This design comes from an exercise in tuning for a short achievable clock period and few clock cycles per item on the open sky130 flow, not from production work.
Only simulation tests tie the RTL to the original design; equivalence was not proved.
Power and IR drop assume default switching activity.

==> flow/design.v <==
`timescale 1ns / 1ps
`default_nettype none
package led_fb_pkg;
  localparam int MATRICES_DEFAULT = 4;
  localparam int ROWS             = 8;
  localparam logic [2:0] OP_SET_ROW     = 3'd0;
  localparam logic [2:0] OP_PIXEL_ON    = 3'd1;
  localparam logic [2:0] OP_PIXEL_OFF   = 3'd2;
  localparam logic [2:0] OP_BLINK_ROW   = 3'd3;
  localparam logic [2:0] OP_BLINK_PIXEL = 3'd4;
  localparam logic [2:0] OP_CLEAR       = 3'd5;
  localparam logic [2:0] OP_REFRESH     = 3'd6;
endpackage
`default_nettype wire
`timescale 1ns / 1ps
`default_nettype none
import led_fb_pkg::*;
module led_fb_datapath
#(
  parameter int BEATS = 2 * MATRICES_DEFAULT * ROWS
) (
  input  wire logic               clk,
  input  wire logic               load,
  input  wire logic [BEATS*8-1:0] picture,
  input  wire logic               shift,
  output logic [7:0]              head,
  output logic [7:0]              head1,
  output logic [7:0]              head2
);
  logic [7:0] data [BEATS];
  always_ff @(posedge clk) begin
    for (int j = 0; j < BEATS; j++) begin
      if (load) begin
        data[j] <= picture[j*8 +: 8];
      end else if (shift && (j < BEATS - 1)) begin
        data[j] <= data[(j < BEATS - 1) ? j + 1 : j];
      end
    end
  end
  assign head  = data[0];
  assign head1 = data[1];
  assign head2 = data[2];
endmodule
`default_nettype wire
`timescale 1ns / 1ps
`default_nettype none
import led_fb_pkg::*;
module led_fb_ctrl
#(
  parameter int MATRICES = MATRICES_DEFAULT
) (
  input  wire logic                  accept,
  input  wire logic [2:0]            operation,
  input  wire logic [1:0]            matrix,
  input  wire logic [3:0]            row,
  input  wire logic [3:0]            column,
  input  wire logic [7:0]            pattern,
  output logic [MATRICES*ROWS-1:0]   row_we,
  output logic [MATRICES-1:0]        mat_clr,
  output logic                       refresh,
  output logic [7:0]                 keep_a,
  output logic [7:0]                 set_a,
  output logic [7:0]                 keep_b,
  output logic [7:0]                 set_b
);
  logic       matrix_ok;
  logic       row_ok;
  logic       col_ok;
  logic       upd;
  logic [7:0] mask;
  assign matrix_ok = ({3'b000, matrix} < 5'(MATRICES));
  assign row_ok    = (row >= 4'd1) && (row <= 4'(ROWS));
  assign col_ok    = (column >= 4'd1) && (column <= 4'(ROWS));
  assign mask      = 8'b1 << 3'(column - 4'd1);
  always_comb begin
    upd    = 1'b0;
    keep_a = 8'hFF;
    set_a  = 8'h00;
    keep_b = 8'hFF;
    set_b  = 8'h00;
    case (operation)
      OP_SET_ROW: begin
        upd = row_ok;
        keep_a = 8'h00; set_a = pattern;
        keep_b = 8'h00; set_b = pattern;
      end
      OP_PIXEL_ON: begin
        upd = row_ok && col_ok;
        set_a = mask;
        set_b = mask;
      end
      OP_PIXEL_OFF: begin
        upd = row_ok && col_ok;
        keep_a = ~mask;
        keep_b = ~mask;
      end
      OP_BLINK_ROW: begin
        upd = row_ok;
        keep_a = 8'h00; set_a = pattern;
        keep_b = 8'h00;
      end
      OP_BLINK_PIXEL: begin
        upd = row_ok && col_ok;
        set_a = mask;
        keep_b = ~mask;
      end
      default: upd = 1'b0;
    endcase
  end
  always_comb begin
    for (int m = 0; m < MATRICES; m++) begin
      for (int r = 0; r < ROWS; r++) begin
        row_we[m*ROWS + r] = accept && upd && matrix_ok &&
                             (matrix == 2'(m)) && (row == 4'(r + 1));
      end
      mat_clr[m] = accept && (operation == OP_CLEAR) && (matrix == 2'(m));
    end
  end
  assign refresh = accept && (operation == OP_REFRESH);
endmodule
`default_nettype wire
`timescale 1ns / 1ps
`default_nettype none
import led_fb_pkg::*;
module led_matrix_blink_framebuffer
#(
  parameter int MATRICES = MATRICES_DEFAULT
) (
  input  wire logic       clk,
  input  wire logic       rst,
  input  wire logic       in_valid,
  output logic            in_stall,
  input  wire logic [2:0] operation,
  input  wire logic [1:0] matrix,
  input  wire logic [3:0] row,
  input  wire logic [3:0] column,
  input  wire logic [7:0] pattern,
  output logic            out_valid,
  input  wire logic       out_stall,
  output logic [1:0]      matrix_select,
  output logic [3:0]      digit_address,
  output logic [7:0]      row_data,
  output logic            phase,
  output logic            last
);
  localparam int MAT_W = (MATRICES > 1) ? $clog2(MATRICES) : 1;
  localparam int NROW  = MATRICES * ROWS;
  localparam int BEATS = 2 * NROW;
  localparam int BW    = 2 + 4 + 8 + 1 + 1;    
  logic                in_stall_q;
  logic                ref_q;
  logic                busy_q;
  logic                accept;
  logic [NROW-1:0]     d_we;
  logic [MATRICES-1:0] d_clr;
  logic                d_ref;
  logic [7:0]          d_keep_a, d_set_a, d_keep_b, d_set_b;
  assign in_stall = in_stall_q;
  assign accept   = in_valid && !(ref_q && busy_q) && !rst;
  led_fb_ctrl #(
    .MATRICES (MATRICES)
  ) u_decode (
    .accept    (accept),
    .operation (operation),
    .matrix    (matrix),
    .row       (row),
    .column    (column),
    .pattern   (pattern),
    .row_we    (d_we),
    .mat_clr   (d_clr),
    .refresh   (d_ref),
    .keep_a    (d_keep_a),
    .set_a     (d_set_a),
    .keep_b    (d_keep_b),
    .set_b     (d_set_b)
  );
  logic [NROW-1:0]     we_q;
  logic [MATRICES-1:0] clr_q;
  logic [7:0]          keep_a_q, set_a_q, keep_b_q, set_b_q;
  always_ff @(posedge clk) begin
    we_q     <= d_we;
    clr_q    <= d_clr | {MATRICES{rst}};
    ref_q    <= !rst && ref_next;
    keep_a_q <= d_keep_a;
    set_a_q  <= d_set_a;
    keep_b_q <= d_keep_b;
    set_b_q  <= d_set_b;
  end
  logic [7:0]         live_a [NROW];
  logic [7:0]         live_b [NROW];
  logic [BEATS*8-1:0] picture;
  always_ff @(posedge clk) begin
    for (int i = 0; i < NROW; i++) begin
      if (clr_q[i / ROWS]) begin
        live_a[i] <= 8'h00;
        live_b[i] <= 8'h00;
      end else if (we_q[i]) begin
        live_a[i] <= (live_a[i] & keep_a_q) | set_a_q;
        live_b[i] <= (live_b[i] & keep_b_q) | set_b_q;
      end
    end
  end
  always_comb begin
    for (int i = 0; i < NROW; i++) begin
      picture[i*8 +: 8]          = live_a[i];
      picture[(NROW + i)*8 +: 8] = live_b[i];
    end
  end
  logic snap;
  logic pop;
  logic rel;
  logic ref_next;
  logic busy_next;
  logic [7:0] head0;
  logic [7:0] head1;
  logic [7:0] head2;
  logic [7:0] head;
  logic       direct;
  logic       early;
  logic       early_q;
  logic       direct2;
  logic [1:0] offset_q;
  assign snap      = ref_q && (!busy_q || rel);
  assign ref_next  = d_ref || (ref_q && !snap);
  assign busy_next = (busy_q && !rel) || snap;
  assign early     = d_ref && !busy_q && !ref_q && !ov_q;
  assign direct    = ref_q && !busy_q && !ov_q;
  assign direct2   = early_q && out_free;
  assign head      = (offset_q == 2'd2) ? head2 : (offset_q == 2'd1) ? head1 : head0;
  led_fb_datapath #(
    .BEATS (BEATS)
  ) u_slot (
    .clk     (clk),
    .load    (snap),
    .picture (picture),
    .shift   (pop),
    .head    (head0),
    .head1   (head1),
    .head2   (head2)
  );
  always_ff @(posedge clk) begin
    if (rst) begin
      busy_q     <= 1'b0;
      in_stall_q <= 1'b0;
      offset_q   <= 2'd0;
      early_q    <= 1'b0;
    end else begin
      early_q <= early;
      if (snap) begin
        offset_q <= early_q ? (out_free ? 2'd2 : 2'd1) : {1'b0, direct};
      end
      busy_q     <= busy_next;
      in_stall_q <= ref_next && busy_next;
    end
  end
  logic [2:0]       row_c;
  logic [MAT_W-1:0] mat_c;
  logic             ph_c;
  logic             cnt_last;
  logic             pre_last;
  logic             sv_q;
  logic [BW-1:0]    beat;
  logic [BW-1:0]    s_beat;
  logic [BW-1:0]    o_beat;
  logic [BW-1:0]    h_beat;
  logic             ov_q;
  logic             out_free;
  logic             step;
  logic [BW-1:0]    o_new;
  logic [BW-1:0]    beat0;
  logic [BW-1:0]    beat_e0;
  logic [BW-1:0]    beat_e1;
  logic [7:0]       a0_next;
  assign pre_last = ph_c && (mat_c == MAT_W'(MATRICES - 1)) && (row_c == 3'(ROWS - 2));
  assign pop      = busy_q && !sv_q;
  assign rel      = pop && cnt_last;
  assign beat     = {2'(mat_c), {1'b0, row_c} + 4'd1, head, ph_c, cnt_last};
  assign beat0    = {2'd0, 4'd1, picture[7:0], 1'b0, 1'b0};
  assign a0_next  = clr_q[0] ? 8'h00 :
                    we_q[0]  ? ((live_a[0] & keep_a_q) | set_a_q) : live_a[0];
  assign beat_e0  = {2'd0, 4'd1, a0_next, 1'b0, 1'b0};
  assign beat_e1  = {2'd0, 4'd2, picture[15:8], 1'b0, 1'b0};
  assign step     = pop || direct || early || direct2;
  always_ff @(posedge clk) begin
    if (rst) begin
      row_c    <= '0;
      mat_c    <= '0;
      ph_c     <= 1'b0;
      cnt_last <= 1'b0;
    end else if (step) begin
      cnt_last <= pre_last;
      row_c    <= row_c + 3'd1;
      if (row_c == 3'(ROWS - 1)) begin
        if (mat_c == MAT_W'(MATRICES - 1)) begin
          mat_c <= '0;
          ph_c  <= !ph_c;
        end else begin
          mat_c <= mat_c + MAT_W'(1);
        end
      end
    end
  end
  assign out_free = !ov_q || !out_stall;
  always_ff @(posedge clk) begin
    if (rst) begin
      ov_q <= 1'b0;
      sv_q <= 1'b0;
    end else if (out_free) begin
      ov_q <= sv_q || pop || direct || early || direct2;
      sv_q <= 1'b0;
    end else if (pop) begin
      sv_q <= 1'b1;
    end
  end
  assign o_new = early   ? beat_e0 :
                 direct2 ? beat_e1 :
                 direct  ? beat0   :
                 sv_q    ? s_beat  : beat;
  always_ff @(posedge clk) begin
    o_beat <= out_free ? o_new : h_beat;
    h_beat <= out_free ? o_new : o_beat;
    if (!out_free && pop) begin
      s_beat <= beat;
    end
  end
  assign out_valid = ov_q;
  assign {matrix_select, digit_address, row_data, phase, last} = o_beat;
endmodule
`default_nettype wire
==> flow/run.sh <==
#!/bin/bash
# synth_recipe.tcl (not shown) runs the flow's synth.tcl, then flattens the netlist and writes it again
# the make line also repeats each setting of config.mk as NAME=value (left out here)
make -C /OpenROAD-flow-scripts/flow DESIGN_CONFIG=/design/flow/config.mk WORK_HOME=/design/flow/orfs CLKGATE_MAP_FILE= SYNTH_SCRIPT=/design/flow/synth_recipe.tcl finish
==> flow/config.mk <==
export PLATFORM = sky130hd
export DESIGN_NAME = led_matrix_blink_framebuffer
export DESIGN_NICKNAME = led_matrix_blink_framebuffer
export VERILOG_FILES = /design/flow/design.v
export SDC_FILE = /design/flow/constraint.sdc
export NUM_CORES = 4
export LEC_CHECK = 0
export ABC_CLOCK_PERIOD_IN_PS = 1500
export CAP_MARGIN = 20
export CORE_MARGIN = 2
export CORE_UTILIZATION = 60
export CTS_CLUSTER_DIAMETER = 60
export CTS_CLUSTER_SIZE = 20
export SETUP_SLACK_MARGIN = 3.0
export SLEW_MARGIN = 20
==> flow/constraint.sdc <==
create_clock -name core_clock -period 5.0 [get_ports {clk}]
set_input_delay 1.0000 -clock core_clock [delete_from_list [all_inputs] [get_ports {clk}]]
set_output_delay 1.0000 -clock core_clock [all_outputs]
set_load 0.01 [all_outputs]
==> impl_summary.log <==
[metrics] status: no timing/DRC/antenna violations
[metrics] signed area change from the synthesized netlist to the final layout: 10.6%
[metrics] summed instance area of the synthesized netlist: 45300 um2
[metrics] post-route non-filler standard cell count: 5928
[metrics] cell-by-cell trace of the critical path: buf_6
[metrics] peak per-stage delay on the critical path: 360 ps
[metrics] critical path capture point type: output port
[metrics] area of combinational cells with multiple inputs: 15500 um2
[metrics] reported max-cap violation count: 0
[metrics] data required time at the worst endpoint: 4000 ps
[metrics] CP arrival: 1120 ps
[metrics] Mapped Nets: 5062
[metrics] fraction of final layout cells with drive strength greater than 1: 7.48%
[metrics] gate family responsible for the most delay along the worst path: flip-flops
[metrics] total number of H-tree levels: 3
[metrics] leakage dissipation: 0.0184 uW
[metrics] first-iteration detailed-routing DRC count: 3684
[metrics] minimum clock period: 2120 ps
[metrics] standard cell area after detailed placement: 46300 um2
[metrics] placeable core region: 74600 um2
[metrics] post-route design area: 50100 um2
[metrics] overall die area: 77800 um2
[metrics] total power divided by cell area: 354 nW/um2
[metrics] sum of routed wire length over all layers: 126000 um
[metrics] number of placed cells counting well taps: 5725
[metrics] CTS max path bufs: 3
[metrics] mean post-synth cell area: 9.01 um2
[metrics] FF/Latch Area: 28500 um2
[metrics] CP Buf/Inv Count: 1
[metrics] synthesis-stage register bit count: 1155
[metrics] antenna violations before repair: 3
[metrics] final global-route overflow total: 0
[metrics] DR pass1 iterations: 6
[metrics] Worst Setup Start Kind: register
[metrics] total number of nets in the final design: 4920
[metrics] WL/cell: 21.3 um
[metrics] critical-path maximum fanout: 2
[metrics] clock transition at the registers of the reported paths: 80 ps
[metrics] starting utilization of the core area: 60.8%
[metrics] pin count of the biggest net entering global routing: 101
[metrics] number of synthesized flops with an enable pin: 528
[metrics] synthesized netlist cell count: 5031
[metrics] kind of critical path: register to output port
[metrics] number of global-route vias before repair: 32848
[metrics] io pins: 43
[metrics] post-route ant nets: 0
[metrics] global-route wire length before repair: 192000 um
[metrics] period utilisation layout: 42.3%
[metrics] Pins Over Slew Limit: 0
[metrics] most instantiated flip-flop cell in the synthesis netlist: dfxtp_1
[metrics] horizontal die dimension: 279 um
[metrics] GRT Resource Usage Total: 31.6%
[metrics] largest voltage drop on the vdd net: 0.298 mV
[metrics] Clock Latency Late Sink: 660 ps
[metrics] total clock buffers created by CTS: 80
[metrics] count of port buffers added during placement: 42
[metrics] residual DRC count: 0
[metrics] slowest CP cell: dfxtp_4
[metrics] setup repair after global routing missed its margin: yes
[metrics] sequential cell area fraction in the yosys report: 62.7%
[metrics] routability cong.: 0.817
[metrics] measured slew at the worst slew-check pin: 1090 ps
[metrics] type of the worst min-delay path: register to register
[metrics] number of fill cells: 5956
[metrics] Site Rows: 100
[metrics] tightest slew margin relative to the limit: 27.1%
[metrics] accumulated negative setup slack: 0 ps
[metrics] overall via count from detail_route: 35078
[metrics] count of yosys warnings during synthesis: 6
[metrics] detailed placer's ending HPWL: 66100 um
[metrics] final-report hold violation count: 0
[metrics] Clock Skew: 22.6 ps
[metrics] maximum frequency from static timing analysis: 473 MHz
[metrics] CTS tree: built
[metrics] cell at the root of the clock tree: clkbuf_16
[metrics] number of vias per cell: 5.92
[metrics] number of endpoints failing setup at the final stage: 0
[metrics] die boundary height: 279 um
[metrics] share of synthesized registers carrying an async set or reset: 0%
[metrics] minimum hold slack: 410 ps
[metrics] number of clock sinks: 1155
[metrics] synth unique cells: 64
-- power breakdown --
group / switching, uW / internal [uW]
clock: 3490 / 3560
sequential: 117 / 9910
combinational: 498 / 167
total: 4100 / 13600
-- placed cells by master, fill, tap and decap left out, drive strengths merged, types with 4 or more instances in the layout --
cell type and count:
a211oi 15, a21o 4, a21oi 526, a22o 10, a22oi 8, a41o 4
and2 9, buf 139, bufinv 4, clkbuf 122, clkdlybuf4s50 13, clkinv 13
dfxtp 627, dlygate4sd2 4, edfxtp 528, ha 6, inv 66, mux2i 35
nand2 2079, nand2b 26, nand3 14, nand3b 4, nand4 6, nand4b 4
nor2 44, nor2b 6, nor3 36, nor4 9, o211ai 14, o21ai 530
o22ai 6
-- stage by stage --
| step | setup WS (ps) | total power (uW) | utilization (%) |
|---|---|---|---|
| global placement | 1630 | 10800 | 62.1 |
| floorplan | 2010 | 10500 | - |
| global route | 2840 | 18200 | 67.2 |
| finish | 2880 | 17700 | 67.2 |
| CTS | 2850 | 17800 | 66.7 |
| detailed placement | 1600 | 10800 | 62.1 |
-- metal layers --
metal  share of wire, %  GRT usage [%]  routed length, um  up-vias
li1                   -              -                  -    16466
met1                 42           43.8              53100    17020
met2                 48           52.3              60200     1367
met3                7.2           3.75               9090      225
met4                3.0           9.62               3740        0
met5                  0              0                  0        -
-- area by class of cell --
class	count	area share (%)
clock buffers	114	4.60
repair inverters	1	0.0175
well taps	969	2.42
flip-flops and latches	1155	56.8
multi-input cells	3436	31.0
repair buffers	168	3.88
clock inverters	36	0.863
inverters	47	0.429
diodes	2	0.00998
-- flip-flops by register name, summed over array words and instances, names as in the netlist, 2 cells and up --
signal and flops:
mat_c 2, live_a 256, u_slot.data 512, keep_a_q 8
o_beat 16, clr_q 4, we_q 32, offset_q 2
live_b 256, keep_b_q 8, set_b_q 8, set_a_q 8
s_beat 16, row_c 3, h_beat 16
-- cell families after synthesis --
family | Yosys count | share of synthesized area [%]
AO/OA/AOI/OAI | 1136 | 13.1
XOR/XNOR | 2 | 0.0386
adder cells (fa/ha/maj) | 6 | 0.166
buffers and inverters | 445 | 3.87
flip-flops | 1155 | 62.7
multiplexers | 37 | 0.822
AND/OR/NAND/NOR | 2250 | 19.4
-- worst register-to-register path, delay by kind of cell, from the launching register on --
| kind | cells | cell delay (ps) |
|---|---|---|
| and+or+nand+nor | 2 | 810 |
| muxes | 1 | 310 |
| AOI/OAI and AO/OA | 1 | 220 |
| buffers and inverters | 2 | 240 |
| DFF | 1 | 360 |
-- worst paths after layout --
kind	startpoint	endpoint	slack, ps	cells past startpoint
max reg2reg	ov_q	mat_c[0]	2960	6
max	ov_q	out_valid	2880	1
min	live_b[31][1]	u_slot.data[63][1]	410	0
min reg2reg	live_b[31][1]	u_slot.data[63][1]	410	0
-- synth_stat cells, types with 2 or more instances --
master     number  area [um2]
nand2_1      2076        7790
dfxtp_1       627       12600
o21ai_0       529        2650
edfxtp_1      528       15900
a21oi_1       525        2630
clkbuf_1      347        1300
inv_1          45         169
nor2_1         44         165
buf_2          38         190
mux2i_1        35         350
nor3_1         35         175
nand2b_1       25         156
a211oi_1       15         113
o211ai_1       14         105
nand3_1        12        60.1
a22o_1         10        87.6
and2_1          9        56.3
nor4_1          9        56.3
a22oi_1         8        60.1
buf_1           8        30.0
ha_1            6        75.1
nand4_1         6        37.5
nor2b_1         6        37.5
o22ai_1         6        37.5
a21o_1          4        30.0
a41o_1          4        40.0
nand3b_1        4        30.0
nand4b_1        4        35.0
a221oi_1        3        26.3
a2bb2oi_1       3        26.3
buf_4           3        22.5
o32ai_1         3        26.3
or4bb_1         3        33.8
a31oi_1         2        12.5
and3_1          2        12.5
nor3b_1         2        15.0
nor4b_1         2        17.5
o221ai_1        2        17.5
or4b_2          2        20.0
-- timing repair --
action	in CTS	in global routing
hold buffers	0	0
buffers inserted	21	12
cloned	12	6
resized for setup	185	39
endpoints found under the setup margin	1091	870
pin swaps	8	4
Testbench counts, summed over its fixed seeds: cycles 8,456, items 2,560.

[afterwards: timing with drivers on the ports]
The flow's constraints put no driver on any port. The routed layout listed below was extracted and timed again, unchanged, in two steps.
Step 1 (the two cells are an assumption about what drives the block):
set clk [get_ports {clk}]
set_driving_cell -lib_cell sky130_fd_sc_hd__clkbuf_16 $clk
set_driving_cell -lib_cell sky130_fd_sc_hd__buf_2 [delete_from_list [all_inputs] $clk]
Step 2 moves the port delays by t, midway between the first and last clock arrival at a register: inputs arrive t later, outputs are due t later. That takes back most of the time a late clock gives input paths.
a / b / c = no drivers / after step 1 / after step 2; a / b = the first two.
t (ns): 0.710
slack for setup (ns): 2.885 / 2.818 / 2.317
worst register clock-pin slew, ns: 0.09 / 0.09
After both steps this run still meets setup and hold. For this run, drivers alone change the setup slack by -0.067 ns; drivers and shift together by -0.568 ns.
